Context: an optimization exercise on an open-source flow, tuned for a short achievable clock period and few clock cycles. The choices shown serve that exercise and are no tape-out recipe.
Only simulation tests tie the RTL to the original design; equivalence was not proved.
Power and IR drop assume default switching activity.

## flow/design.v

```verilog
package viper_pkg;
   localparam int addr_w  = 20;   
   localparam int data_w  = 32;   
   localparam int pc_step = 8;    
   localparam int tail_w  = 19;   
   typedef enum logic [1:0] {
      reg0, reg1, reg2, reg3
   } reg_sel_e;
   typedef enum logic [1:0] {
      immediate, direct, index_reg1, index_reg2
   } addr_mode_e;
   typedef enum logic [2:0] {
      dest_reg0, dest_reg1, dest_reg2, dest_reg3,
      cond_set, cond_clear, dest_none, store
   } dest_e;
   typedef enum logic [3:0] {
      neg, push, load_a, load_b, add_a, add_b, sub_a, sub_b,
      add_c, sub_c, add_d, sub_d, reserved
   } alu_func_e;
   typedef enum logic [3:0] {
      lt, ge, eq, ne, le, gt, rsv6, rsv7,
      lt_or, ge_or, eq_or, ne_or, le_or, gt_or, rsv14, rsv15
   } cmp_func_e;
   typedef struct packed {
      logic                top;          
      reg_sel_e            src;
      addr_mode_e          mode;
      dest_e               dest;
      logic                is_compare;
      logic [3:0]          func;         
      logic [tail_w-1:0]   tail;
   } instr_t;
   typedef struct packed {
      logic              cyc;
      logic              stb;
      logic              we;
      logic [addr_w-1:0] adr;
      logic [data_w-1:0] dat;
   } wb_req_t;
   typedef struct packed {
      logic              ack;
      logic [data_w-1:0] dat;
   } wb_rsp_t;
   typedef struct packed {
      logic              go;    
      logic              we;
      logic [addr_w-1:0] adr;
      logic [data_w-1:0] dat;
   } bus_cmd_t;
   typedef enum logic [1:0] {
      fetch, operand, execute, store_wait
   } seq_state_e;
endpackage
`timescale 1ns/1ps
module viper (
   input  logic        clock,
   input  logic        reset,
   output logic        wb_cyc_o,
   output logic        wb_stb_o,
   output logic        wb_we_o,
   output logic [19:0] wb_adr_o,
   output logic [31:0] wb_dat_o,
   input  logic        wb_ack_i,
   input  logic [31:0] wb_dat_i
);
   localparam logic [1:0] ph_fetch   = 2'd0;
   localparam logic [1:0] ph_operand = 2'd1;
   localparam logic [1:0] ph_store   = 2'd2;
   logic [31:0] r0, r1, r2, r3;
   logic        flag;
   logic        stb_q;
   logic [1:0]  phase;
   logic [19:0] ra, rb;
   logic        rc;
   logic        we_q;
   logic [31:0] dat_q;
   logic        ex_v;
   logic        ex_cmp;       
   logic        ex_or;        
   logic [2:0]  ex_cf;        
   logic        ex_push;
   logic [3:0]  ex_wen;
   logic [31:0] xa, xb;       
   logic        xc;
   logic [31:0] xs, xo;       
   logic        o_jump;       
   logic        o_inv;        
   logic [19:0] o_ra;         
   logic        ack;
   assign ack = wb_ack_i & stb_q;
   logic [31:0] d;
   logic        d_cmp;
   logic [2:0]  d_dest;
   logic [3:0]  d_func;
   logic [1:0]  d_mode;
   logic [1:0]  d_src;
   logic [18:0] d_tail;
   logic        d_store;
   logic        d_rsv;
   logic        d_needop;
   logic        d_alu;        
   logic        d_neg, d_push, d_add, d_sub;
   logic        d_addsub, d_inv;
   logic        d_jump;       
   logic [31:0] pc8;
   logic [31:0] srcv;
   logic [19:0] idx;
   logic [3:0]  d_wen;
   assign d        = wb_dat_i;
   assign d_cmp    = d[23];
   assign d_dest   = d[26:24];
   assign d_func   = d[22:19];
   assign d_mode   = d[28:27];
   assign d_src    = d[30:29];
   assign d_tail   = d[18:0];
   assign d_store  = !d_cmp && (d_dest == 3'd7);
   assign d_rsv    = d_cmp ? (d_func[2:1] == 2'b11) : (d_func[3:2] == 2'b11);
   assign d_needop = (d_mode != 2'd0) && !d_store && !d_rsv;
   assign d_alu    = !d_cmp && !d_rsv && !d_store;
   assign d_neg    = (d_func == 4'd0);
   assign d_push   = (d_func == 4'd1);
   assign d_add    = (d_func == 4'd4) || (d_func == 4'd5) || (d_func == 4'd8) || (d_func == 4'd10);
   assign d_sub    = (d_func == 4'd6) || (d_func == 4'd7) || (d_func == 4'd9) || (d_func == 4'd11);
   assign d_addsub = d_add || d_sub;
   assign d_inv    = d_neg || d_sub;
   assign d_jump   = d_alu && (d_push || (d_dest == 3'd3) || (d_dest == 3'd4 && flag)
                               || (d_dest == 3'd5 && !flag));
   always_comb
   begin
      d_wen = 4'b0000;
      if (d_alu && !d_push)
      begin
         case (d_dest)
            3'd0:    d_wen = 4'b0001;
            3'd1:    d_wen = 4'b0010;
            3'd2:    d_wen = 4'b0100;
            3'd3:    d_wen = 4'b1000;
            3'd4:    d_wen = {flag, 3'b000};
            3'd5:    d_wen = {!flag, 3'b000};
            default: d_wen = 4'b0000;
         endcase
      end
   end
   assign pc8 = r3 + 32'd8;
   always_comb
   begin
      case (d_src)
         2'd0:    srcv = r0;
         2'd1:    srcv = r1;
         2'd2:    srcv = r2;
         default: srcv = pc8;    
      endcase
      case (d_mode)
         2'd2:    idx = r1[19:0];
         2'd3:    idx = r2[19:0];
         default: idx = 20'd0;
      endcase
   end
   logic [31:0] res;
   logic        lt_s, gt_s, eq_s;
   logic        cmp_base;
   assign res = xa + xb + {31'd0, xc};
   always_comb
   begin
      lt_s = $signed(xs) < $signed(xo);
      gt_s = $signed(xs) > $signed(xo);
      eq_s = (xs == xo);
      case (ex_cf)
         3'd0:    cmp_base = lt_s;
         3'd1:    cmp_base = !lt_s;
         3'd2:    cmp_base = eq_s;
         3'd3:    cmp_base = !eq_s;
         3'd4:    cmp_base = !gt_s;
         default: cmp_base = gt_s;
      endcase
   end
   always_ff @(posedge clock or posedge reset)
   begin
      if (reset)
      begin
         r0      <= 32'd0;
         r1      <= 32'd0;
         r2      <= 32'd0;
         r3      <= 32'd0;
         flag    <= 1'b0;
         stb_q   <= 1'b0;
         phase   <= ph_fetch;
         ra      <= 20'd0;
         rb      <= 20'd0;
         rc      <= 1'b0;
         we_q    <= 1'b0;
         ex_v    <= 1'b0;
      end
      else
      begin
         stb_q <= 1'b1;
         ex_v  <= 1'b0;
         if (ex_v)
         begin
            if (ex_cmp)
               flag <= cmp_base | (ex_or & flag);
            if (ex_push)
            begin
               r2 <= r3;
               r3 <= res;
            end
            if (ex_wen[0])
               r0 <= res;
            if (ex_wen[1])
               r1 <= res;
            if (ex_wen[2])
               r2 <= res;
            if (ex_wen[3])
               r3 <= res;
         end
         if (ack)
         begin
            case (phase)
               ph_fetch:
               begin
                  r3 <= pc8;
                  if (d_store || d_needop)
                  begin
                     phase <= d_store ? ph_store : ph_operand;
                     we_q  <= d_store;
                     ra    <= idx;
                     rb    <= {1'b0, d_tail};
                     rc    <= 1'b0;
                  end
                  else
                  begin
                     phase <= ph_fetch;
                     we_q  <= 1'b0;
                     ex_v  <= 1'b1;
                     if (d_jump)
                     begin
                        ra <= d_addsub ? srcv[19:0] : 20'd0;
                        rb <= d_inv ? ~{1'b0, d_tail} : {1'b0, d_tail};
                        rc <= d_inv;
                     end
                     else
                     begin
                        ra <= pc8[19:0];
                        rb <= 20'd0;
                        rc <= 1'b0;
                     end
                  end
               end
               ph_operand:
               begin
                  phase <= ph_fetch;
                  we_q  <= 1'b0;
                  ex_v  <= 1'b1;
                  ra    <= o_ra;
                  rb    <= o_jump ? (o_inv ? ~d[19:0] : d[19:0]) : 20'd0;
                  rc    <= o_jump & o_inv;
               end
               default:
               begin
                  phase <= ph_fetch;
                  we_q  <= 1'b0;
                  ra    <= r3[19:0];
                  rb    <= 20'd0;
                  rc    <= 1'b0;
               end
            endcase
         end
      end
   end
   always_ff @(posedge clock)
   begin
      if (ack)
      begin
         if (phase == ph_fetch)
         begin
            dat_q   <= srcv;
            ex_cmp  <= d_cmp && !d_rsv;
            ex_or   <= d_func[3];
            ex_cf   <= d_func[2:0];
            ex_push <= d_alu && d_push;
            ex_wen  <= d_wen;
            xs      <= srcv;
            xa      <= d_addsub ? srcv : 32'd0;
            xb      <= d_inv ? ~{13'd0, d_tail} : {13'd0, d_tail};
            xc      <= d_inv;
            xo      <= {13'd0, d_tail};
            o_jump  <= d_jump;
            o_inv   <= d_inv;
            o_ra    <= d_jump ? (d_addsub ? srcv[19:0] : 20'd0) : pc8[19:0];
         end
         else if (phase == ph_operand)
         begin
            xb <= o_inv ? ~d : d;
            xo <= d;
         end
      end
   end
   assign wb_cyc_o = stb_q;
   assign wb_stb_o = stb_q;
   assign wb_we_o  = we_q;
   assign wb_adr_o = ra + rb + {19'd0, rc};
   assign wb_dat_o = dat_q;
endmodule
```

## flow/run.sh

```bash
#!/bin/bash
# synth_recipe.tcl (not shown) runs the flow's synth.tcl, then flattens the netlist and writes it again
# the make line also repeats each setting of config.mk as NAME=value (left out here)
make -C /OpenROAD-flow-scripts/flow DESIGN_CONFIG=/design/flow/config.mk WORK_HOME=/design/flow/orfs CLKGATE_MAP_FILE= SYNTH_SCRIPT=/design/flow/synth_recipe.tcl finish
```

## flow/constraint.sdc

```tcl
create_clock -name core_clock -period 6.0 [get_ports {clock}]
set_input_delay 1.2000 -clock core_clock [delete_from_list [all_inputs] [get_ports {clock}]]
set_output_delay 1.2000 -clock core_clock [all_outputs]
set_load 0.01 [all_outputs]
```

## flow/config.mk

```make
export PLATFORM = sky130hd
export DESIGN_NAME = viper
export DESIGN_NICKNAME = viper
export VERILOG_FILES = /design/flow/design.v
export SDC_FILE = /design/flow/constraint.sdc
export NUM_CORES = 4
export LEC_CHECK = 0
export ABC_CLOCK_PERIOD_IN_PS = 2500
export CAP_MARGIN = 20
export CORE_MARGIN = 2
export CORE_UTILIZATION = 40
export SETUP_SLACK_MARGIN = 3.5
export SLEW_MARGIN = 20
```

==> results.py, run 1 <==
metrics = {
    "yosys": {
        "synth-edff-count": 160,
        "ys.flop_type": "dfrtp_1",
        "avgSynthCellArea_um2": 10.5,
        "synth_fp_nets": 1890,
        "synth_cell_type_count": 82,
        "synth_warnings": 1,
        "ys_seq_area_frac": 0.495,
        "synth_seq_cells": 334,
        "synthCells": 1767,
        "ys_async_sr_fraction": 0.521,
        "netlist_area_um2": 18500,
    },
    "timing": {
        "finClkSkew_ns": 0.0204,
        "clock.fmax_ghz": 0.229,
        "rsz0062_at_grt": "yes",
        "timing.hold.ws_ns": 0.477,
        "period_needed_ns": 4.37,
        "finalMaxSlewViolations": 0,
        "worstMarginPinSlew_ns": 1.13,
        "final.setup.tns_ns": 0,
        "worst_slack_ns": 1.63,
        "period_share": 0.728,
        "final_hold_viol_count": 0,
        "setup_viol": 0,
        "relSlewSlack": 0.247,
    },
    "clock_network": {
        "htreeDepth": 2,
        "path_clk_slew_ns": 0.06,
        "cts-root-buf": "clkbuf_16",
        "cts_buffers": 37,
        "clock_latency_ns": 0.54,
        "numClockSinks": 334,
        "clk_path_buf_depth": 3,
        "cts_tree": "yes",
    },
    "routing": {
        "first_pass_iters": 5,
        "vias_per_cell": 5.73,
        "drcViolationCount": 0,
        "drtIter0Drc": 1376,
        "detail-route-antenna-nets": 0,
        "wl_per_cell_um": 23.1,
        "via_count": 15436,
        "wl_um": 62200,
    },
    "floorplan": {
        "dieArea_um2": 48000,
        "core_um2": 45500,
        "start_util": 0.407,
        "fp-row-count": 78,
        "dieWidth_um": 219,
        "io_pins": 90,
        "fp.dieH_um": 219,
    },
    "global_routing": {
        "grt.total_usage": 0.248,
        "grt_pass1_vias": 14728,
        "grt_max_degree": 175,
        "grt_pass1_wl_um": 90100,
        "antenna_found_initial": 2,
        "overflow": 0,
    },
    "power_and_ir_drop": {
        "powerDensity_nw_per_um2": 385,
        "p_leak_nw": 10.7,
        "power_mw": 9.97,
        "ir_drop_mv": 0.209,
    },
    "critical_path": {
        "start_kind": "flop",
        "path_max_fanout": 4,
        "path_class": "reg2out",
        "cp.required_ns": 4.80,
        "r2r_slack_ns": 2.44,
        "crit_path_end_kind": "output pin",
        "arrival_ns": 3.17,
    },
    "hold_path": {
        "min_path_type": "reg2reg",
    },
    "run_status": {
        "status": "no timing/DRC/antenna violations",
    },
    "final_layout": {
        "final_area_um2": 25900,
        "nFillCells": 3695,
        "layout.nets": 2190,
        "finalNonFillerCells": 2696,
        "layout_commonest_cell": "nand2_1",
        "antennaDiodeCount": 0,
        "layout_common_cells": "nand2_1 (173), dfrtp_1 (161), edfxtp_1 (160), buf_4 (147), a21oi_1 (97)",
        "areaGrowthSynthToFinish_pct": 39.9,
        "layout-drive-gt1-share": 0.365,
        "finalCoreUtilization": 0.569,
    },
    "placed_design": {
        "portBuffers": 89,
        "placedInstanceArea_um2": 20500,
        "dp_hpwl_um": 36100,
        "place.gp.congestion": 0.841,
        "placed_cells": 2380,
        "place_ws_ns": 1.59,
    },
    "flow_run": {
        "drv_cap": 0,
    },
}
[report_power, final]
part	internal, mW	leakage [nW]	switching [mW]
logic	2.01	6.46	2.12
clock network	1.34	0.585	0.965
registers	3.06	3.62	0.480
[worst max-delay path: stages (launching register included)]
cell and delay (ns):
dfrtp_2 0.46, buf_4 0.19, fa_2 0.39, a21o_1 0.18
a21oi_2 0.16, o21bai_1 0.10, a21oi_2 0.21, o21bai_4 0.11
buf_4 0.15, buf_6 0.11, a21o_1 0.15, a21oi_2 0.16
xnor2_2 0.12, buf_2 0.14
[cells in the mapped netlist (all sizes together), types with 3 or more instances]
| master | n | area, µm² |
|---|---|---|
| a2111oi | 8 | 114 |
| a211oi | 17 | 138 |
| a21o | 26 | 195 |
| a21oi | 144 | 721 |
| a221oi | 11 | 103 |
| a22o | 8 | 70.1 |
| a22oi | 4 | 30.0 |
| a311oi | 9 | 78.8 |
| a31oi | 10 | 62.6 |
| and2 | 39 | 244 |
| and3 | 14 | 87.6 |
| and4 | 5 | 43.8 |
| buf | 22 | 113 |
| clkbuf | 79 | 297 |
| dfrtp | 174 | 4350 |
| edfxtp | 160 | 4800 |
| fa | 4 | 80.1 |
| ha | 84 | 1050 |
| inv | 69 | 259 |
| mux2 | 37 | 417 |
| mux2i | 29 | 290 |
| mux4 | 28 | 631 |
| nand2 | 197 | 742 |
| nand2b | 7 | 43.8 |
| nand3 | 33 | 170 |
| nand4 | 16 | 100 |
| nor2 | 120 | 450 |
| nor2b | 5 | 31.3 |
| nor3 | 22 | 121 |
| nor3b | 10 | 75.1 |
| nor4 | 5 | 37.5 |
| nor4b | 3 | 32.5 |
| o21a | 13 | 97.6 |
| o21ai | 166 | 835 |
| o21bai | 16 | 120 |
| o22ai | 18 | 113 |
| o311ai | 3 | 26.3 |
| o31ai | 6 | 77.6 |
| or2 | 3 | 18.8 |
| or3 | 11 | 73.8 |
| xnor2 | 72 | 631 |
| xor2 | 33 | 289 |
[worst paths after layout]
kind,startpoint,to,cells past startpoint
setup / recovery,ra[1],wb_adr_o[10],13
hold / removal,r0[2],r0[2],2
setup reg to reg,o_inv,r1[30],15
hold reg to reg,r0[2],r0[2],2
max in group asynchronous,reset,rb[1],4
min in group asynchronous,reset,r2[8],3
[sequential cells by signal, summed over array words and instances (netlist names), 3 cells and up]
signal and count:
r0 32, r1 32, rb 20, xa 32, ex_wen 4, ex_cf 3, r3 32, xb 32
dat_q 32, r2 32, ra 20, xo 32, o_ra 20
[layout make-up]
cell class,count,area (µm²),share of cell area
flip-flops and latches,334,9180,0.354
multi-input cells,1264,10800,0.417
clock inverters,21,193,0.00744
repair buffers,356,3570,0.138
clock buffers,47,1020,0.0392
inverters,71,345,0.0133
repair inverters,3,33.8,0.00130
well taps,600,751,0.0290
[what timing repair did]
| action | CTS | global route |
|---|---|---|
| pin swaps | 133 | 124 |
| setup buffers | 151 | 80 |
| setup endpoints to repair | 468 | 239 |
| hold buffers | 0 | 0 |
| resized for setup | 451 | 265 |
| cloned | 11 | 5 |
[per-layer routing]
metal  GRT usage  up-vias  share of wire
met5           0        -        0.00037
met4      0.0707        4          0.032
met3      0.0491      130          0.075
met2       0.395      602           0.47
met1       0.345     7679           0.42
li1            -     7021              -
[cell families after synthesis]
kind of cell    count (synthesis)  share of synthesized area
simple gates                  495                      0.125
compound gates                478                      0.160
flops                         334                      0.495
buf+inv                       172                     0.0365
xor+xnor                      105                     0.0497
mux                            94                     0.0723
fa+ha+maj                      88                     0.0611
other cells                     1                   0.000203
Testbench counts, summed over its fixed seeds: cycles 87,978.
==> run 2: changes to the inputs <==
--- a/flow/design.v
+++ b/flow/design.v
@@ -68,2 +68,3 @@
    localparam logic [1:0] ph_store   = 2'd2;
+   logic        rst_q;
    logic [31:0] r0, r1, r2, r3;
@@ -72,6 +73,6 @@
    logic [1:0]  phase;
-   logic [19:0] ra, rb;
-   logic        rc;
+   logic [19:0] adr_q;
    logic        we_q;
    logic [31:0] dat_q;
+   logic [19:0] pc8lo;
    logic        ex_v;
@@ -87,3 +88,3 @@
    logic        o_inv;        
-   logic [19:0] o_ra;         
+   logic [19:0] o_base;       
    logic        ack;
@@ -96,3 +97,3 @@
    logic [1:0]  d_src;
-   logic [18:0] d_tail;
+   logic [19:0] tail;
    logic        d_store;
@@ -106,3 +107,2 @@
    logic [31:0] srcv;
-   logic [19:0] idx;
    logic [3:0]  d_wen;
@@ -114,3 +114,3 @@
    assign d_src    = d[30:29];
-   assign d_tail   = d[18:0];
+   assign tail     = {1'b0, d[18:0]};
    assign d_store  = !d_cmp && (d_dest == 3'd7);
@@ -143,3 +143,5 @@
    end
-   assign pc8 = r3 + 32'd8;
+   logic [11:0] pc8hi;
+   assign pc8hi = r3[31:20] + {11'd0, &r3[19:3]};
+   assign pc8   = {pc8hi, pc8lo};
    always_comb
@@ -150,10 +152,46 @@
          2'd2:    srcv = r2;
-         default: srcv = pc8;    
-      endcase
-      case (d_mode)
-         2'd2:    idx = r1[19:0];
-         2'd3:    idx = r2[19:0];
-         default: idx = 20'd0;
+         default: srcv = pc8;
       endcase
    end
+   logic [19:0] a_r0, a_r1, a_r2, a_pc;    
+   logic [19:0] s_r0, s_r1, s_r2, s_pc;    
+   logic [19:0] n_tail;                    
+   assign a_r0   = r0[19:0] + tail;
+   assign a_r1   = r1[19:0] + tail;
+   assign a_r2   = r2[19:0] + tail;
+   assign a_pc   = pc8lo + tail;
+   assign s_r0   = r0[19:0] - tail;
+   assign s_r1   = r1[19:0] - tail;
+   assign s_r2   = r2[19:0] - tail;
+   assign s_pc   = pc8lo - tail;
+   assign n_tail = 20'd0 - tail;
+   logic        sel_tail, sel_ntail, sel_pc;
+   logic [3:0]  sel_add, sel_sub;
+   logic        d_mem;     
+   logic [3:0]  src_oh;
+   assign d_mem  = d_store || d_needop;
+   assign src_oh = {d_src == 2'd3, d_src == 2'd2, d_src == 2'd1, d_src == 2'd0};
+   assign sel_tail  = d_mem ? (d_mode[1] == 1'b0) : (d_jump && (d_push || d_func[3:1] == 3'b001));
+   assign sel_ntail = !d_mem && d_jump && d_neg;
+   assign sel_pc    = !d_mem && !d_jump;
+   assign sel_add   = d_mem ? {1'b0, d_mode == 2'd3, d_mode == 2'd2, 1'b0}
+                            : ({4{d_jump && d_add}} & src_oh);
+   assign sel_sub   = {4{!d_mem && d_jump && d_sub}} & src_oh;
+   logic [19:0] nxt_fetch;
+   assign nxt_fetch = ({20{sel_tail}}   & tail)
+                    | ({20{sel_ntail}}  & n_tail)
+                    | ({20{sel_pc}}     & pc8lo)
+                    | ({20{sel_add[0]}} & a_r0)
+                    | ({20{sel_add[1]}} & a_r1)
+                    | ({20{sel_add[2]}} & a_r2)
+                    | ({20{sel_add[3]}} & a_pc)
+                    | ({20{sel_sub[0]}} & s_r0)
+                    | ({20{sel_sub[1]}} & s_r1)
+                    | ({20{sel_sub[2]}} & s_r2)
+                    | ({20{sel_sub[3]}} & s_pc);
+   logic [19:0] o_add, o_sub, nxt_oper;
+   assign o_add    = o_base + d[19:0];
+   assign o_sub    = o_base - d[19:0];
+   assign nxt_oper = !o_jump ? r3[19:0] : (o_inv ? o_sub : o_add);    
+   logic [32:0] sum;
    logic [31:0] res;
@@ -161,3 +199,4 @@
    logic        cmp_base;
-   assign res = xa + xb + {31'd0, xc};
+   assign sum = {xa, 1'b1} + {xb, xc};
+   assign res = sum[32:1];
    always_comb
@@ -179,15 +218,21 @@
       if (reset)
+         stb_q <= 1'b0;
+      else
+         stb_q <= !rst_q;
+   end
+   always_ff @(posedge clock)
+   begin
+      rst_q <= reset;
+      pc8lo <= adr_q + 20'd8;
+      if (rst_q)
       begin
-         r0      <= 32'd0;
-         r1      <= 32'd0;
-         r2      <= 32'd0;
-         r3      <= 32'd0;
-         flag    <= 1'b0;
-         stb_q   <= 1'b0;
-         phase   <= ph_fetch;
-         ra      <= 20'd0;
-         rb      <= 20'd0;
-         rc      <= 1'b0;
-         we_q    <= 1'b0;
-         ex_v    <= 1'b0;
+         r0    <= 32'd0;
+         r1    <= 32'd0;
+         r2    <= 32'd0;
+         r3    <= 32'd0;
+         flag  <= 1'b0;
+         phase <= ph_fetch;
+         adr_q <= 20'd0;
+         we_q  <= 1'b0;
+         ex_v  <= 1'b0;
       end
@@ -195,4 +240,3 @@
       begin
-         stb_q <= 1'b1;
-         ex_v  <= 1'b0;
+         ex_v <= 1'b0;
          if (ex_v)
@@ -220,29 +264,12 @@
                begin
-                  r3 <= pc8;
-                  if (d_store || d_needop)
-                  begin
-                     phase <= d_store ? ph_store : ph_operand;
-                     we_q  <= d_store;
-                     ra    <= idx;
-                     rb    <= {1'b0, d_tail};
-                     rc    <= 1'b0;
-                  end
+                  r3    <= pc8;
+                  adr_q <= nxt_fetch;
+                  we_q  <= d_store;
+                  ex_v  <= !d_mem;
+                  if (d_store)
+                     phase <= ph_store;
+                  else if (d_needop)
+                     phase <= ph_operand;
                   else
-                  begin
                      phase <= ph_fetch;
-                     we_q  <= 1'b0;
-                     ex_v  <= 1'b1;
-                     if (d_jump)
-                     begin
-                        ra <= d_addsub ? srcv[19:0] : 20'd0;
-                        rb <= d_inv ? ~{1'b0, d_tail} : {1'b0, d_tail};
-                        rc <= d_inv;
-                     end
-                     else
-                     begin
-                        ra <= pc8[19:0];
-                        rb <= 20'd0;
-                        rc <= 1'b0;
-                     end
-                  end
                end
@@ -250,8 +277,6 @@
                begin
-                  phase <= ph_fetch;
+                  adr_q <= nxt_oper;
                   we_q  <= 1'b0;
                   ex_v  <= 1'b1;
-                  ra    <= o_ra;
-                  rb    <= o_jump ? (o_inv ? ~d[19:0] : d[19:0]) : 20'd0;
-                  rc    <= o_jump & o_inv;
+                  phase <= ph_fetch;
                end
@@ -259,7 +284,5 @@
                begin
-                  phase <= ph_fetch;
+                  adr_q <= r3[19:0];
                   we_q  <= 1'b0;
-                  ra    <= r3[19:0];
-                  rb    <= 20'd0;
-                  rc    <= 1'b0;
+                  phase <= ph_fetch;
                end
@@ -283,8 +306,8 @@
             xa      <= d_addsub ? srcv : 32'd0;
-            xb      <= d_inv ? ~{13'd0, d_tail} : {13'd0, d_tail};
+            xb      <= d_inv ? ~{12'd0, tail} : {12'd0, tail};
             xc      <= d_inv;
-            xo      <= {13'd0, d_tail};
+            xo      <= {12'd0, tail};
             o_jump  <= d_jump;
             o_inv   <= d_inv;
-            o_ra    <= d_jump ? (d_addsub ? srcv[19:0] : 20'd0) : pc8[19:0];
+            o_base  <= d_addsub ? srcv[19:0] : 20'd0;
          end
@@ -300,3 +323,3 @@
    assign wb_we_o  = we_q;
-   assign wb_adr_o = ra + rb + {19'd0, rc};
+   assign wb_adr_o = adr_q;
    assign wb_dat_o = dat_q;
==> results.py, run 2 <==
metrics = {
    "run_status": {
        "status": "no timing/DRC/antenna violations",
    },
    "floorplan": {
        "dieWidth_um": 257,
        "start_util": 0.405,
        "io_pins": 90,
        "fp.dieH_um": 257,
        "dieArea_um2": 66000,
        "core_um2": 63200,
        "fp-row-count": 92,
    },
    "power_and_ir_drop": {
        "swShare": 0.349,
        "internal_power_mw": 4.45,
        "p_seq_frac": 0.367,
        "power_frac_clock": 0.293,
        "p_leak_nw": 13.7,
        "combPwrFrac": 0.341,
        "ir_drop_mv": 0.209,
        "powerDensity_nw_per_um2": 196,
        "p_switching_mw": 2.38,
    },
    "timing": {
        "clock.fmax_ghz": 0.240,
        "finalMaxSlewViolations": 0,
        "period_share": 0.695,
        "relSlewSlack": 0.169,
        "setup_viol": 0,
        "finClkSkew_ns": 0.0448,
        "rsz0062_at_grt": "yes",
        "final_hold_viol_count": 0,
        "worstMarginPinSlew_ns": 1.24,
        "final.setup.tns_ns": 0,
        "period_needed_ns": 4.17,
        "worst_slack_ns": 1.83,
    },
    "final_layout": {
        "layout_commonest_cell": "nor2_1",
        "antennaDiodeCount": 0,
        "layout.nets": 3627,
        "layout_common_cells": "nor2_1 (307), buf_4 (247), a21oi_1 (202), ha_1 (184), nand2_1 (183)",
        "areaGrowthSynthToFinish_pct": 36.2,
        "layout-drive-gt1-share": 0.321,
    },
    "critical_path": {
        "crit_slowest_cell": "or4_1",
        "arrival_ns": 4.67,
        "start_kind": "input port",
        "crit_family": "simple AND/OR/NAND/NOR gates",
        "cp_num_buf_inv": 3,
        "cp.required_ns": 6.50,
        "cp_cell_sequence": "clkbuf_4 > buf_4 > nor3b_4 > nand2_4 > buf_6 > or3_4 > and2_4 > xnor2_4 > ha_4 > a21o_1 > a21oi_2 > o21ai_2 > a31oi_1 > xnor2_1 > a221o_1 > or4_1 > o211a_1",
        "crit_path_end_kind": "flop",
        "worstSetupStartpoint": "wb_dat_i[2]",
        "max_stage_delay_ns": 0.42,
        "path_class": "in2reg",
        "worstReg2RegStart": "r2[1]",
        "path_max_fanout": 6,
    },
    "clock_network": {
        "cts_tree": "yes",
        "numClockSinks": 314,
        "cts_hold_buf": 0,
        "clk_path_buf_depth": 3,
        "clock_latency_ns": 0.61,
        "htreeDepth": 1,
        "cts-root-buf": "clkbuf_16",
        "path_clk_slew_ns": 0.07,
        "cts_buffers": 31,
    },
    "routing": {
        "drcViolationCount": 0,
        "wl_um": 119000,
        "drtIter0Drc": 2757,
        "detail-route-antenna-nets": 0,
        "vias_per_cell": 6.30,
        "first_pass_iters": 7,
        "wl_per_cell_um": 28.2,
        "via_count": 26552,
    },
    "yosys": {
        "netlist_area_um2": 25600,
        "ys_seq_area_frac": 0.301,
        "synthTopCellsByCount": "nor2_1 (347), a21oi_1 (264), ha_1 (238), nand2_1 (201), dfxtp_1 (173)",
        "yosys-top-cells-area": "edfxtp_1 (16%), dfxtp_1 (14%), ha_1 (12%)",
        "synth-edff-count": 140,
        "synthCells": 3027,
        "avgSynthCellArea_um2": 8.45,
        "yosysTopAreaCell": "edfxtp_1",
        "synth_top_area_share": 0.164,
        "synth_seq_cells": 314,
        "synth_warnings": 1,
        "ys.flop_type": "dfxtp_1",
        "ys_async_sr_fraction": 0.00318,
        "synth_cell_type_count": 102,
        "post-synth-top-count-cell": "nor2_1",
        "synth_fp_nets": 3310,
    },
    "global_routing": {
        "grt_pass1_vias": 25580,
        "grt_max_degree": 73,
        "overflow": 0,
        "grt.total_usage": 0.344,
        "grt_pass1_wl_um": 169000,
        "antenna_found_initial": 1,
    },
    "flow_run": {
        "drv_cap": 0,
    },
    "placed_design": {
        "place.gp.congestion": 0.973,
        "place_ws_ns": 0.294,
        "dp_hpwl_um": 84800,
        "portBuffers": 89,
    },
    "hold_path": {
        "min_path_type": "reg2reg",
        "hp-start": "adr_q[1]",
    },
}
==> run 2: changes by cell type in the layout (fill, tap and decap cells not counted), moves of 29 or more <==
cell / delta
nor2_1: +223
dfrtp_1: -161
dfxtp_1: +151
ha_1: +113
a21oi_1: +105
buf_4: +100
inv_1: +83
xnor2_1: +76
o21ai_0: +67
o21ai_1: -52
nor3_1: +39
a211oi_1: +34
o211ai_1: +30
buf_6: +29
==> run 2: timing repair <==
item | in CTS | in global routing
setup buffers | 193 | 67
endpoints found under the setup margin | 435 | 199
pin swaps | 212 | 161
cloned | 4 | 0
gates resized for setup | 779 | 300
==> run 2: cells by family after synthesis <==
group                      after synthesis  synth area share
AOI/OAI and AO/OA                      943             0.248
xor gates and xnor gates               179            0.0613
adders and majority gates              248             0.124
buffers and inverters                  341            0.0522
DFF                                    314             0.301
muxes                                   56            0.0378
and+or+nand+nor                        946             0.176
==> run 2: metrics by stage <==
| stage | std cells | utilization | power, mW | instance area, µm² | hold WS [ns] |
|---|---|---|---|---|---|
| CTS | 4148 | 0.525 | 6.58 | 33200 | 0.364 |
| floorplan | 3027 | - | 3.59 | 26300 | 0.390 |
| global placement | 3892 | 0.445 | 4.18 | 28100 | 0.358 |
| global route | 4215 | 0.552 | 7.06 | 34900 | 0.372 |
| finish | 4215 | 0.552 | 6.83 | 34900 | 0.366 |
| detailed placement | 3893 | 0.445 | 4.19 | 28100 | 0.355 |
==> run 2: layout make-up <==
class	instances	area, µm²
clock buffer	41	875
clock inverter	17	136
tap	846	1060
multi-input combinational	2374	20100
timing repair inverter	1	8.76
sequential	314	7740
timing repair buffer	462	4290
fill	5572	28300
inverter	160	658
==> run 2: routing by layer <==
| layer | vias to the layer above | wire [µm] | GRT usage | part of all wire |
|---|---|---|---|---|
| met5 | - | 0 | 0 | 0 |
| met1 | 13174 | 48800 | 0.461 | 0.41 |
| li1 | 11772 | - | - | - |
| met4 | 0 | 5330 | 0.129 | 0.045 |
| met2 | 1343 | 54200 | 0.564 | 0.46 |
| met3 | 263 | 10500 | 0.0478 | 0.088 |
==> run 2: final timing paths <==
path	end	depth (start not counted)	slack, ns
min in group asynchronous	stb_q	2	0.76
setup reg to reg	adr_q[16]	13	2.24
setup / recovery	adr_q[16]	17	1.83
hold reg to reg	pc8lo[1]	0	0.37
hold / removal	pc8lo[1]	0	0.37
max in group asynchronous	stb_q	2	5.14
==> run 2: power groups by stage <==
stage / logic (mW) / clock network, mW / registers, mW
3_5_place_dp: 1.65 / 0 / 2.54
5_1_grt: 2.46 / 2.09 / 2.51
6_report: 2.33 / 2.00 / 2.50
2_1_floorplan: 1.12 / 0 / 2.47
4_1_cts: 2.08 / 2.01 / 2.49
3_3_place_gp: 1.65 / 0 / 2.53
Testbench counts of run 2, summed over its fixed seeds: cycles 87,986.
==> run 3: changes to the inputs <==
--- a/flow/config.mk
+++ b/flow/config.mk
@@ -7,3 +7,3 @@
 export LEC_CHECK = 0
-export ABC_CLOCK_PERIOD_IN_PS = 2500
+export ABC_CLOCK_PERIOD_IN_PS = 2000
 export CAP_MARGIN = 20
@@ -11,3 +11,3 @@
 export CORE_UTILIZATION = 40
-export SETUP_SLACK_MARGIN = 3.5
+export SETUP_SLACK_MARGIN = 4.0
 export SLEW_MARGIN = 20
==> results.py, run 3 <==
metrics = {
    "critical_path": {
        "start_kind": "input port",
        "arrival_ns": 4.63,
        "path_max_fanout": 4,
        "r2r_end": "adr_q[16]",
        "cp_cell_sequence": "buf_8 > clkinvlp_4 > ha_4 > nor3b_4 > buf_6 > nand2_8 > or3_4 > and2_4 > xnor2_4 > ha_4 > a21o_1 > a21oi_2 > o21ai_4 > a31oi_2 > xnor2_1 > a221o_1 > or4_1 > o211a_1",
        "worstReg2RegStart": "r1[2]",
        "worstSetupStartpoint": "wb_dat_i[1]",
        "crit_path_end_kind": "flop",
        "worstRegToRegCells": 12,
        "crit_slowest_cell": "or4_1",
        "cp.required_ns": 6.45,
        "crit_family": "simple AND/OR/NAND/NOR gates",
        "cpMostUsedCell": "ha_4",
        "max_stage_delay_ns": 0.42,
        "cp_num_buf_inv": 3,
        "path_class": "in2reg",
        "r2r_slack_ns": 2.22,
    },
    "placed_design": {
        "place.gp.congestion": 0.996,
        "placed_cells": 3891,
        "place_ws_ns": 0.418,
        "placedInstanceArea_um2": 28400,
        "portBuffers": 89,
        "dp_hpwl_um": 84400,
    },
    "yosys": {
        "ys.flop_type": "dfxtp_1",
        "synthTopCellsByCount": "nor2_1 (347), a21oi_1 (264), ha_1 (238), nand2_1 (201), dfxtp_1 (173)",
        "ys_async_sr_fraction": 0.00318,
        "netlist_area_um2": 25600,
        "synthCells": 3027,
        "synth-edff-count": 140,
        "synth_seq_cells": 314,
        "synth_fp_nets": 3310,
        "synth_top_area_share": 0.164,
        "yosys-top-cells-area": "edfxtp_1 (16%), dfxtp_1 (14%), ha_1 (12%)",
        "post-synth-top-count-cell": "nor2_1",
        "synth_cell_type_count": 102,
        "avgSynthCellArea_um2": 8.45,
        "synth_warnings": 1,
        "ys_seq_area_frac": 0.301,
        "yosysTopAreaCell": "edfxtp_1",
    },
    "global_routing": {
        "grt_pass1_vias": 26118,
        "antenna_found_initial": 2,
        "grt_max_degree": 88,
        "overflow": 0,
        "grt_pass1_wl_um": 174000,
        "grt.total_usage": 0.355,
    },
    "timing": {
        "finalMaxSlewViolations": 0,
        "rsz0062_at_grt": "yes",
        "finClkSkew_ns": 0.0326,
        "setup_viol": 0,
        "period_needed_ns": 4.18,
        "final_hold_viol_count": 0,
        "worst_slack_ns": 1.82,
        "relSlewSlack": 0.237,
        "worstMarginPinSlew_ns": 1.14,
        "timing.hold.ws_ns": 0.375,
        "final.setup.tns_ns": 0,
        "period_share": 0.697,
        "clock.fmax_ghz": 0.239,
    },
    "floorplan": {
        "start_util": 0.405,
        "io_pins": 90,
        "fp.dieH_um": 257,
        "dieWidth_um": 257,
        "dieArea_um2": 66000,
        "core_um2": 63200,
        "fp-row-count": 92,
    },
    "clock_network": {
        "clk_path_buf_depth": 3,
        "cts_tree": "yes",
        "htreeDepth": 2,
        "numClockSinks": 314,
        "path_clk_slew_ns": 0.07,
        "clock_latency_ns": 0.55,
        "cts-root-buf": "clkbuf_16",
        "cts_buffers": 35,
    },
    "final_layout": {
        "final_area_um2": 36300,
        "layout.nets": 3682,
        "layout_commonest_cell": "nor2_1",
        "finalCoreUtilization": 0.574,
        "finalNonFillerCells": 4271,
        "layout-drive-gt1-share": 0.348,
        "areaGrowthSynthToFinish_pct": 41.7,
        "layout_common_cells": "nor2_1 (308), buf_4 (236), a21oi_1 (192), nand2_1 (180), ha_1 (178)",
    },
    "routing": {
        "first_pass_iters": 6,
        "wl_per_cell_um": 28.7,
        "vias_per_cell": 6.35,
        "wl_um": 123000,
        "drcViolationCount": 0,
        "via_count": 27100,
        "detail-route-antenna-nets": 0,
        "drtIter0Drc": 2780,
    },
    "flow_run": {
        "drv_cap": 0,
    },
    "power_and_ir_drop": {
        "power_mw": 7.15,
        "powerDensity_nw_per_um2": 197,
        "p_leak_nw": 14.3,
        "ir_drop_mv": 0.190,
    },
    "hold_path": {
        "holdPathStages": 0,
        "hp-start": "adr_q[1]",
        "holdPathEnd": "pc8lo[1]",
        "min_path_type": "reg2reg",
    },
    "run_status": {
        "status": "no timing/DRC/antenna violations",
    },
}
## run 3: cell types whose count changed in the layout (fill, tap and decap cells not counted), moves of 11 or more
cell	change
buf_16	+16
dlygate4sd2_1	-14
a21oi_2	+11
buf_12	+15
xnor2_1	-12
a211oi_1	-13
buf_6	+43
buf_4	-11
a211oi_2	+12
## run 3: how the worst max path moves through the flow
stage	slack (ns)	cells after the start	end
floorplan	1.42	18	adr_q[16]
detailed placement	0.42	13	adr_q[19]
global placement	0.40	13	adr_q[19]
global route	1.71	19	adr_q[16]
finish	1.82	18	adr_q[16]
CTS	1.85	17	adr_q[16]
## run 3: cells by family after synthesis
| group | synth area share |
|---|---|
| compound gates | 0.248 |
| xor+xnor | 0.0613 |
| fa+ha+maj | 0.124 |
| buf+inv | 0.0522 |
| flops | 0.301 |
| mux | 0.0378 |
| simple gates | 0.176 |
## run 3: final cells by class
cell class	count	area, µm²
well taps	846	1060
fillers	5358	26900
flip-flops and latches	314	7760
inverters	160	636
clock buffers	50	1000
clock inverters	11	77.6
diodes	2	5.00
repair inverters	6	81.3
multi-input cells	2374	20300
repair buffers	508	5310
## run 3: metal layers
metal / vias to the layer above / track usage / share of wire
met2: 1500 / 0.575 / 0.45
li1: 11915 / - / -
met1: 13353 / 0.464 / 0.40
met4: 0 / 0.167 / 0.055
met5: - / 0 / 0
met3: 332 / 0.0549 / 0.092
## run 3: power by group
part	leakage [nW]	switching [mW]	internal (mW)
registers	2.77	0.157	2.35
logic	11.0	1.41	1.11
clock network	0.531	0.917	1.21
## run 3: timing repair
| item | CTS | global route |
|---|---|---|
| resized for setup | 914 | 294 |
| hold endpoints to repair | 0 | 0 |
| setup endpoints to repair | 457 | 366 |
| hold buffers | 0 | 0 |
| pin swaps | 176 | 192 |
| setup buffers | 217 | 75 |
| cloned | 23 | 2 |
## run 3: worst reg2reg max path: stages, from the launching register on
cell and delay, ns:
dfxtp_1 0.62, ha_2 0.47, nor2b_1 0.19, o311ai_1 0.10, buf_4 0.17, a2111oi_4 0.38, a211oi_2 0.12, o31ai_4 0.39
a21oi_1 0.15, mux2i_1 0.27, o2111ai_2 0.19, or4_1 0.51, o211a_1 0.12
==> run 4: changes to the inputs <==
--- a/flow/design.v
+++ b/flow/design.v
@@ -155,42 +155,16 @@
    end
-   logic [19:0] a_r0, a_r1, a_r2, a_pc;    
-   logic [19:0] s_r0, s_r1, s_r2, s_pc;    
-   logic [19:0] n_tail;                    
-   assign a_r0   = r0[19:0] + tail;
-   assign a_r1   = r1[19:0] + tail;
-   assign a_r2   = r2[19:0] + tail;
-   assign a_pc   = pc8lo + tail;
-   assign s_r0   = r0[19:0] - tail;
-   assign s_r1   = r1[19:0] - tail;
-   assign s_r2   = r2[19:0] - tail;
-   assign s_pc   = pc8lo - tail;
-   assign n_tail = 20'd0 - tail;
-   logic        sel_tail, sel_ntail, sel_pc;
-   logic [3:0]  sel_add, sel_sub;
-   logic        d_mem;     
-   logic [3:0]  src_oh;
-   assign d_mem  = d_store || d_needop;
-   assign src_oh = {d_src == 2'd3, d_src == 2'd2, d_src == 2'd1, d_src == 2'd0};
-   assign sel_tail  = d_mem ? (d_mode[1] == 1'b0) : (d_jump && (d_push || d_func[3:1] == 3'b001));
-   assign sel_ntail = !d_mem && d_jump && d_neg;
-   assign sel_pc    = !d_mem && !d_jump;
-   assign sel_add   = d_mem ? {1'b0, d_mode == 2'd3, d_mode == 2'd2, 1'b0}
-                            : ({4{d_jump && d_add}} & src_oh);
-   assign sel_sub   = {4{!d_mem && d_jump && d_sub}} & src_oh;
+   logic        d_mem;        
+   logic        f_slow;       
    logic [19:0] nxt_fetch;
-   assign nxt_fetch = ({20{sel_tail}}   & tail)
-                    | ({20{sel_ntail}}  & n_tail)
-                    | ({20{sel_pc}}     & pc8lo)
-                    | ({20{sel_add[0]}} & a_r0)
-                    | ({20{sel_add[1]}} & a_r1)
-                    | ({20{sel_add[2]}} & a_r2)
-                    | ({20{sel_add[3]}} & a_pc)
-                    | ({20{sel_sub[0]}} & s_r0)
-                    | ({20{sel_sub[1]}} & s_r1)
-                    | ({20{sel_sub[2]}} & s_r2)
-                    | ({20{sel_sub[3]}} & s_pc);
-   logic [19:0] o_add, o_sub, nxt_oper;
-   assign o_add    = o_base + d[19:0];
-   assign o_sub    = o_base - d[19:0];
-   assign nxt_oper = !o_jump ? r3[19:0] : (o_inv ? o_sub : o_add);    
+   logic [19:0] nxt_oper;
+   assign d_mem     = d_store || d_needop;
+   assign f_slow    = d_mem ? d_mode[1] : (d_jump && (d_addsub || d_neg));
+   assign nxt_fetch = (d_mem || d_jump) ? tail : pc8lo;
+   assign nxt_oper  = o_jump ? d[19:0] : r3[19:0];    
+   logic        calc;         
+   logic [19:0] cb, co;     
+   logic        cc;
+   logic        o_slow;
+   logic [20:0] csum;
+   assign csum = {cb, 1'b1} + {co ^ {20{cc}}, cc};
    logic [32:0] sum;
@@ -219,4 +193,8 @@
          stb_q <= 1'b0;
+      else if (rst_q)
+         stb_q <= 1'b0;
+      else if (ack)
+         stb_q <= (phase == ph_fetch) ? !f_slow : (phase == ph_operand) ? !o_slow : 1'b1;
       else
-         stb_q <= !rst_q;
+         stb_q <= 1'b1;
    end
@@ -237,2 +215,3 @@
          ex_v  <= 1'b0;
+         calc  <= 1'b0;
       end
@@ -241,2 +220,5 @@
          ex_v <= 1'b0;
+         calc <= 1'b0;
+         if (calc)
+            adr_q <= csum[20:1];
          if (ex_v)
@@ -268,2 +250,3 @@
                   ex_v  <= !d_mem;
+                  calc  <= f_slow;
                   if (d_store)
@@ -280,2 +263,3 @@
                   ex_v  <= 1'b1;
+                  calc  <= o_slow;
                   phase <= ph_fetch;
@@ -312,2 +296,6 @@
             o_base  <= d_addsub ? srcv[19:0] : 20'd0;
+            o_slow  <= d_jump && (d_addsub || d_neg);
+            cb      <= d_mem ? (d_mode[0] ? r2[19:0] : r1[19:0]) : (d_addsub ? srcv[19:0] : 20'd0);
+            co      <= tail;
+            cc      <= !d_mem && d_inv;
          end
@@ -317,2 +305,5 @@
             xo <= d;
+            cb <= o_base;
+            co <= d[19:0];
+            cc <= o_inv;
          end
==> results.py, run 4 <==
metrics = {
    "critical_path": {
        "cp.required_ns": 6.43,
        "cp_num_buf_inv": 3,
        "worstReg2RegStart": "cc",
        "cp_cell_sequence": "buf_12 > buf_8 > xor2_1 > ha_2 > a2111oi_4 > buf_4 > o21ai_4 > a2111oi_4 > nor3_4 > o21ai_2 > a21oi_2 > a21oi_2 > xor2_1 > a2111oi_1",
        "path_max_fanout": 5,
        "worstRegToRegCells": 14,
        "r2r_end": "adr_q[18]",
        "worstSetupStartpoint": "cc",
        "crit_slowest_cell": "edfxtp_1",
        "arrival_ns": 3.65,
        "max_stage_delay_ns": 0.42,
        "critPathCapture": "adr_q[18]",
        "crit_cells": 14,
        "path_class": "reg2reg",
        "crit_family": "compound AO/OA/AOI/OAI gates",
        "r2r_slack_ns": 2.77,
        "start_kind": "flop",
        "crit_path_end_kind": "flop",
    },
    "placed_design": {
        "placed_cells": 2554,
        "place_ws_ns": 1.51,
        "portBuffers": 89,
        "dp_hpwl_um": 42000,
        "place.gp.congestion": 0.854,
        "placedInstanceArea_um2": 21500,
    },
    "power_and_ir_drop": {
        "powerDensity_nw_per_um2": 258,
        "p_leak_nw": 10.9,
        "p_seq_frac": 0.386,
        "ir_drop_mv": 0.194,
        "swShare": 0.295,
        "power_frac_clock": 0.358,
        "internal_power_mw": 5.18,
        "p_switching_mw": 2.17,
        "power_mw": 7.35,
        "combPwrFrac": 0.256,
    },
    "timing": {
        "finalMaxSlewViolations": 0,
        "finClkSkew_ns": 0.0205,
        "rsz0062_at_grt": "yes",
        "setup_viol": 0,
        "relSlewSlack": 0.390,
        "clock.fmax_ghz": 0.310,
        "worstMarginPinSlew_ns": 0.915,
        "period_share": 0.538,
        "final_hold_viol_count": 0,
        "worst_slack_ns": 2.77,
        "period_needed_ns": 3.23,
        "final.setup.tns_ns": 0,
    },
    "global_routing": {
        "overflow": 0,
        "grt.total_usage": 0.290,
        "grt_max_degree": 72,
        "grt_pass1_wl_um": 109000,
        "antenna_found_initial": 0,
        "grt_pass1_vias": 17106,
    },
    "yosys": {
        "netlist_area_um2": 19300,
        "avgSynthCellArea_um2": 9.95,
        "synthTopCellsByCount": "a21oi_1 (182), edfxtp_1 (182), nand2_1 (179), dfxtp_1 (174), nor2_1 (153)",
        "yosysTopAreaCell": "edfxtp_1",
        "ys_seq_area_frac": 0.465,
        "synth_top_area_share": 0.283,
        "ys_async_sr_fraction": 0.00280,
        "synth_cell_type_count": 88,
        "ys.flop_type": "edfxtp_1",
        "yosys-top-cells-area": "edfxtp_1 (28%), dfxtp_1 (18%), ha_1 (5.7%)",
        "synth-edff-count": 182,
        "synth_fp_nets": 2063,
        "synth_seq_cells": 357,
        "synth_warnings": 1,
        "synthCells": 1939,
    },
    "final_layout": {
        "layout-drive-gt1-share": 0.403,
        "final_area_um2": 28400,
        "layout.nets": 2399,
        "finalNonFillerCells": 2920,
        "antennaDiodeCount": 0,
        "layout_common_cells": "edfxtp_1 (182), nand2_1 (154), buf_6 (149), buf_4 (144), dfxtp_1 (143)",
        "areaGrowthSynthToFinish_pct": 47.4,
        "layout_commonest_cell": "edfxtp_1",
    },
    "routing": {
        "top_layer": "met4",
        "wl_met1_um": 29000,
        "wl_per_cell_um": 25.7,
        "met2_length_um": 34900,
        "route.met3.wl_um": 7180,
        "drcViolationCount": 0,
        "vias_per_cell": 6.08,
        "drtIter0Drc": 1850,
        "detail-route-antenna-nets": 0,
        "wl_um": 75100,
        "via_count": 17742,
        "first_pass_iters": 6,
    },
    "run_status": {
        "status": "no timing/DRC/antenna violations",
    },
    "floorplan": {
        "fp.dieH_um": 224,
        "core_um2": 47600,
        "dieWidth_um": 224,
        "io_pins": 90,
        "dieArea_um2": 50000,
        "start_util": 0.405,
        "fp-row-count": 80,
    },
    "clock_network": {
        "cts_tree": "yes",
        "numClockSinks": 357,
        "cts_buffers": 40,
        "clk_path_buf_depth": 3,
        "cts-root-buf": "clkbuf_16",
        "path_clk_slew_ns": 0.06,
        "cts_hold_buf": 0,
        "clock_latency_ns": 0.55,
        "htreeDepth": 2,
    },
    "flow_run": {
        "drv_cap": 0,
    },
    "hold_path": {
        "hp-start": "r0[8]",
        "min_path_type": "reg2reg",
    },
}
## run 4: layer usage
| metal | vias up | GRT usage |
|---|---|---|
| met5 | - | 0.00978 |
| met2 | 945 | 0.465 |
| met1 | 8810 | 0.367 |
| met3 | 204 | 0.0644 |
| li1 | 7783 | - |
| met4 | 0 | 0.152 |
## run 4: worst register-to-register path, stage by stage (launching register included)
cell,delay (ns)
edfxtp_1,0.42
buf_12,0.18
buf_8,0.13
xor2_1,0.15
ha_2,0.21
a2111oi_4,0.37
buf_4,0.18
o21ai_4,0.08
a2111oi_4,0.40
nor3_4,0.09
o21ai_2,0.21
a21oi_2,0.11
a21oi_2,0.17
xor2_1,0.09
a2111oi_1,0.32
## run 4: worst min path at each step
stage | end | slack (ns) | depth (start not counted)
final | r0[8] | 0.45 | 2
after global routing | r0[26] | 0.47 | 2
after CTS | r0[7] | 0.45 | 2
after detailed placement | pc8lo[2] | 0.39 | 0
after global placement | pc8lo[2] | 0.40 | 0
after floorplan | pc8lo[0] | 0.39 | 0
## run 4: final cells by class
| type | instances | area, µm² |
|---|---|---|
| clock buffers | 57 | 1140 |
| inverters | 67 | 307 |
| repair buffers | 402 | 4700 |
| flip-flops and latches | 357 | 9040 |
| multi-input cells | 1395 | 12000 |
| well taps | 615 | 769 |
| fillers | 3601 | 19200 |
| clock inverters | 15 | 230 |
| repair inverters | 12 | 196 |
## run 4: what timing repair did
item	in CTS	in global routing
setup endpoints to repair	532	396
cloned	36	4
endpoints found under the hold margin	0	0
resized for setup	737	189
pin swaps	139	139
setup buffers	191	63
## run 4: stage by stage
stage / utilization / hold WS [ns]
final: 0.597 / 0.453
after global routing: 0.597 / 0.474
after CTS: 0.567 / 0.455
after detailed placement: 0.452 / 0.391
after global placement: 0.452 / 0.397
after floorplan: - / 0.390
## run 4: power by group through the flow
stage	Sequential, mW	Clock (mW)	Combinational, mW
finish	2.83	2.63	1.88
global route	2.84	2.74	1.97
CTS	2.82	2.63	1.68
detailed placement	2.87	0	1.14
global placement	2.87	0	1.13
floorplan	2.83	0	0.837
## run 4: cell families (layout without fill, tap and decap cells)
logic type | after synthesis | count (layout) | share of synthesized area
AO/OA/AOI/OAI | 518 | 518 | 0.170
adder cells (fa/ha/maj) | 89 | 89 | 0.0581
buffers and inverters | 189 | 553 | 0.0386
multiplexers | 93 | 93 | 0.0696
XOR/XNOR | 122 | 122 | 0.0558
AND/OR/NAND/NOR | 571 | 573 | 0.142
flip-flops | 357 | 357 | 0.465
Testbench counts of run 4, summed over its fixed seeds: cycles 94,500.
==> run 5: changes to the inputs <==
--- a/flow/design.v
+++ b/flow/design.v
@@ -54,2 +54,30 @@
 `timescale 1ns/1ps
+module ks_add #(parameter int W = 32) (
+   input  logic [W-1:0] a,
+   input  logic [W-1:0] b,
+   input  logic         cin,
+   output logic [W-1:0] s,
+   output logic         cout
+);
+   logic [W:0] g, p, gn, pn;
+   always_comb
+   begin
+      g = {a & b, cin};
+      p = {a ^ b, 1'b0};
+      for (int d = 1; d <= W; d = d * 2)
+      begin
+         gn = g;
+         pn = p;
+         for (int i = d; i <= W; i++)
+         begin
+            gn[i] = g[i] | (p[i] & g[i-d]);
+            pn[i] = p[i] & p[i-d];
+         end
+         g = gn;
+         p = pn;
+      end
+      s    = (a ^ b) ^ g[W-1:0];
+      cout = g[W];
+   end
+endmodule
 module viper (
@@ -144,3 +172,5 @@
    logic [11:0] pc8hi;
-   assign pc8hi = r3[31:20] + {11'd0, &r3[19:3]};
+   logic [11:0] r3hi_inc;
+   assign r3hi_inc = r3[31:20] + 12'd1;
+   assign pc8hi    = (pc8lo[19:3] == 17'd0) ? r3hi_inc : r3[31:20];
    assign pc8   = {pc8hi, pc8lo};
@@ -167,15 +197,18 @@
    logic        o_slow;
-   logic [20:0] csum;
-   assign csum = {cb, 1'b1} + {co ^ {20{cc}}, cc};
-   logic [32:0] sum;
+   logic [19:0] csum;
+   logic        csum_co;
+   ks_add #(.W(20)) calc_add (.a(cb), .b(co ^ {20{cc}}), .cin(cc), .s(csum), .cout(csum_co));
    logic [31:0] res;
+   logic        res_co;
    logic        lt_s, gt_s, eq_s;
    logic        cmp_base;
-   assign sum = {xa, 1'b1} + {xb, xc};
-   assign res = sum[32:1];
+   logic [31:0] dif;
+   logic        dif_co;
+   ks_add #(.W(32)) alu_add (.a(xa), .b(xb), .cin(xc), .s(res), .cout(res_co));
+   ks_add #(.W(32)) cmp_sub (.a(xs), .b(~xo), .cin(1'b1), .s(dif), .cout(dif_co));
    always_comb
    begin
-      lt_s = $signed(xs) < $signed(xo);
-      gt_s = $signed(xs) > $signed(xo);
+      lt_s = xs[31] ^ !xo[31] ^ dif_co;
       eq_s = (xs == xo);
+      gt_s = !lt_s && !eq_s;
       case (ex_cf)
@@ -222,3 +255,3 @@
          if (calc)
-            adr_q <= csum[20:1];
+            adr_q <= csum;
          if (ex_v)
==> results.py, run 5 <==
metrics = {
    "yosys": {
        "yosys-top-cells-area": "edfxtp_1 (28%), dfxtp_1 (18%), ha_1 (5.7%)",
        "post-synth-top-count-cell": "nor2_1",
        "synth_seq_cells": 357,
        "synthTopCellsByCount": "nor2_1 (225), a21oi_1 (192), nand2_1 (183), edfxtp_1 (182), dfxtp_1 (174)",
        "ys_async_sr_fraction": 0.00280,
        "synth_top_area_share": 0.284,
        "synthCells": 1963,
        "synth_fp_nets": 2086,
        "yosysTopAreaCell": "edfxtp_1",
        "netlist_area_um2": 19200,
        "synth_warnings": 3,
        "synth_cell_type_count": 72,
        "ys_seq_area_frac": 0.467,
        "ys.flop_type": "edfxtp_1",
        "avgSynthCellArea_um2": 9.79,
        "synth-edff-count": 182,
    },
    "clock_network": {
        "htreeDepth": 2,
        "clock_latency_ns": 0.57,
        "path_clk_slew_ns": 0.06,
        "clk_path_buf_depth": 3,
        "cts-root-buf": "clkbuf_16",
        "cts_tree": "yes",
        "numClockSinks": 357,
        "cts_buffers": 40,
    },
    "placed_design": {
        "placed_cells": 2568,
        "place.gp.congestion": 0.904,
        "dp_hpwl_um": 41000,
        "portBuffers": 89,
        "placedInstanceArea_um2": 21300,
        "place_ws_ns": 1.30,
    },
    "timing": {
        "worstMarginPinSlew_ns": 1.20,
        "rsz0062_at_grt": "yes",
        "timing.hold.ws_ns": 0.393,
        "finalMaxSlewViolations": 0,
        "setup_viol": 0,
        "worst_slack_ns": 2.76,
        "finClkSkew_ns": 0.0281,
        "relSlewSlack": 0.200,
        "final.setup.tns_ns": 0,
        "period_needed_ns": 3.24,
        "final_hold_viol_count": 0,
        "clock.fmax_ghz": 0.309,
        "period_share": 0.539,
    },
    "power_and_ir_drop": {
        "p_seq_frac": 0.399,
        "powerDensity_nw_per_um2": 260,
        "p_leak_nw": 10.4,
        "p_switching_mw": 2.13,
        "internal_power_mw": 4.97,
        "combPwrFrac": 0.262,
        "swShare": 0.300,
        "power_frac_clock": 0.339,
        "power_mw": 7.10,
        "ir_drop_mv": 0.194,
    },
    "critical_path": {
        "crit_family": "compound AO/OA/AOI/OAI gates",
        "crit_slowest_cell": "a221oi_4",
        "cp.required_ns": 6.45,
        "start_kind": "flop",
        "worstReg2RegStart": "cc",
        "worstSetupStartpoint": "cc",
        "path_max_fanout": 6,
        "crit_path_end_kind": "flop",
        "path_class": "reg2reg",
        "cp_num_buf_inv": 1,
        "arrival_ns": 3.69,
        "cp_cell_sequence": "buf_6 > xor2_1 > ha_1 > a21o_1 > a21o_1 > a221oi_4 > o21ai_2 > a211o_4 > a41oi_4 > o21ai_2 > xnor2_1 > a2111oi_2",
        "max_stage_delay_ns": 0.43,
    },
    "global_routing": {
        "overflow": 0,
        "grt_max_degree": 87,
        "grt_pass1_wl_um": 107000,
        "antenna_found_initial": 2,
        "grt_pass1_vias": 16977,
        "grt.total_usage": 0.285,
    },
    "routing": {
        "detail-route-antenna-nets": 0,
        "first_pass_iters": 7,
        "vias_per_cell": 5.97,
        "wl_um": 72500,
        "drcViolationCount": 0,
        "wl_per_cell_um": 25.1,
        "drtIter0Drc": 1626,
        "via_count": 17237,
    },
    "hold_path": {
        "min_path_type": "reg2reg",
        "hp-start": "adr_q[2]",
    },
    "final_layout": {
        "finalNonFillerCells": 2888,
        "layout_commonest_cell": "nor2_1",
        "areaGrowthSynthToFinish_pct": 41.9,
        "layout_common_cells": "nor2_1 (185), edfxtp_1 (182), nand2_1 (166), dfxtp_1 (146), buf_4 (141)",
        "layout-drive-gt1-share": 0.368,
        "finalCoreUtilization": 0.574,
        "final_area_um2": 27300,
        "layout.nets": 2366,
    },
    "floorplan": {
        "fp.dieH_um": 223,
        "dieWidth_um": 223,
        "start_util": 0.404,
        "fp-row-count": 80,
        "dieArea_um2": 49800,
        "io_pins": 90,
        "core_um2": 47500,
    },
    "run_status": {
        "status": "no timing/DRC/antenna violations",
    },
    "flow_run": {
        "drv_cap": 0,
    },
}
==> run 5: worst reg2reg max path: cells and delay by family (launching register included) <==
family | cells | cell delay [ns]
xor gates and xnor gates | 2 | 0.31
DFF | 1 | 0.37
adders and majority gates | 1 | 0.30
buffers and inverters | 1 | 0.16
AOI/OAI and AO/OA | 8 | 2.00
==> run 5: power by group through the flow <==
stage | registers [mW] | logic, mW | clock network [mW]
6_report | 2.83 | 1.86 | 2.41
5_1_grt | 2.84 | 1.96 | 2.51
4_1_cts | 2.83 | 1.66 | 2.42
3_5_place_dp | 2.88 | 1.17 | 0
3_3_place_gp | 2.88 | 1.15 | 0
2_1_floorplan | 2.84 | 0.841 | 0
==> run 5: cell families (layout without fill, tap and decap cells) <==
kind of cell	after synthesis	after routing	synth area share
AND/OR/NAND/NOR	600	602	0.142
AO/OA/AOI/OAI	526	526	0.175
flip-flops	357	357	0.467
buffers and inverters	178	484	0.0357
XOR/XNOR	126	126	0.0574
adder cells (fa/ha/maj)	88	88	0.0577
multiplexers	88	88	0.0659
other	0	2	0
==> run 5: what timing repair did <==
| item | 4_1_cts | 5_1_grt |
|---|---|---|
| pin swaps | 173 | 114 |
| endpoints found under the hold margin | 0 | 0 |
| setup endpoints to repair | 536 | 294 |
| gates cloned | 19 | 0 |
| hold buffers | 0 | 0 |
| gates resized for setup | 699 | 161 |
| buffers inserted | 180 | 49 |
==> run 5: path summary, 6_finish.rpt <==
| kind | end | slack (ns) | cells after the start |
|---|---|---|---|
| setup / recovery | adr_q[17] | 2.76 | 12 |
| hold / removal | pc8lo[2] | 0.39 | 0 |
| setup reg to reg | adr_q[17] | 2.76 | 12 |
| hold reg to reg | pc8lo[2] | 0.39 | 0 |
| max in group asynchronous | stb_q | 5.06 | 2 |
| min in group asynchronous | stb_q | 0.84 | 2 |
==> run 5: final cells by class <==
| type | count | area (µm²) |
|---|---|---|
| inverter | 55 | 269 |
| fill | 3810 | 20300 |
| antenna | 2 | 5.00 |
| timing repair inverter | 2 | 60.1 |
| tap | 615 | 769 |
| clock buffer | 60 | 1210 |
| timing repair buffer | 357 | 3930 |
| clock inverter | 10 | 45.0 |
| sequential | 357 | 9060 |
| multi-input combinational | 1430 | 11900 |
==> run 5: layer usage <==
| metal | track usage | up-vias | wire length [µm] |
|---|---|---|---|
| li1 | - | 7668 | - |
| met1 | 0.358 | 8515 | 28300 |
| met2 | 0.471 | 824 | 34300 |
| met3 | 0.0527 | 230 | 5650 |
| met4 | 0.146 | 0 | 4260 |
| met5 | 0 | - | 0 |
Testbench counts of run 5, summed over its fixed seeds: cycles 94,500.

[re-timing with driven ports]
The flow's constraints put no driver on any port. The routed layouts listed below were extracted and timed again, unchanged, in two steps.
Step 1, drivers: a clkbuf_16 drives clock and a buf_2 each remaining input, both assumed.
Step 2 also shifts input and output timing later by t, the mid clock arrival at the registers, as if the neighbouring blocks saw the same clock.
a / b / c = ideal ports / drivers / drivers and shift; a / b = the first two.
run | t, ns | setup WS [ns] | clock arrival spread, ns
run 1 | 0.583 | 1.633 / 1.578 / 2.162 | 0.023 / 0.023
run 2 | 0.647 | 1.832 / 1.851 / 1.204 | 0.045 / 0.045
run 3 | 0.591 | 1.816 / 1.836 / 1.245 | 0.032 / 0.032
run 4 | 0.607 | 2.773 / 2.773 / 2.747 | 0.022 / 0.021
run 5 | 0.616 | 2.764 / 2.764 / 2.760 | 0.030 / 0.030
After both steps every run listed still meets setup and hold. The setup slack of run 2, which loses most, moves by +0.019 ns with the drivers and by -0.628 ns with both steps.
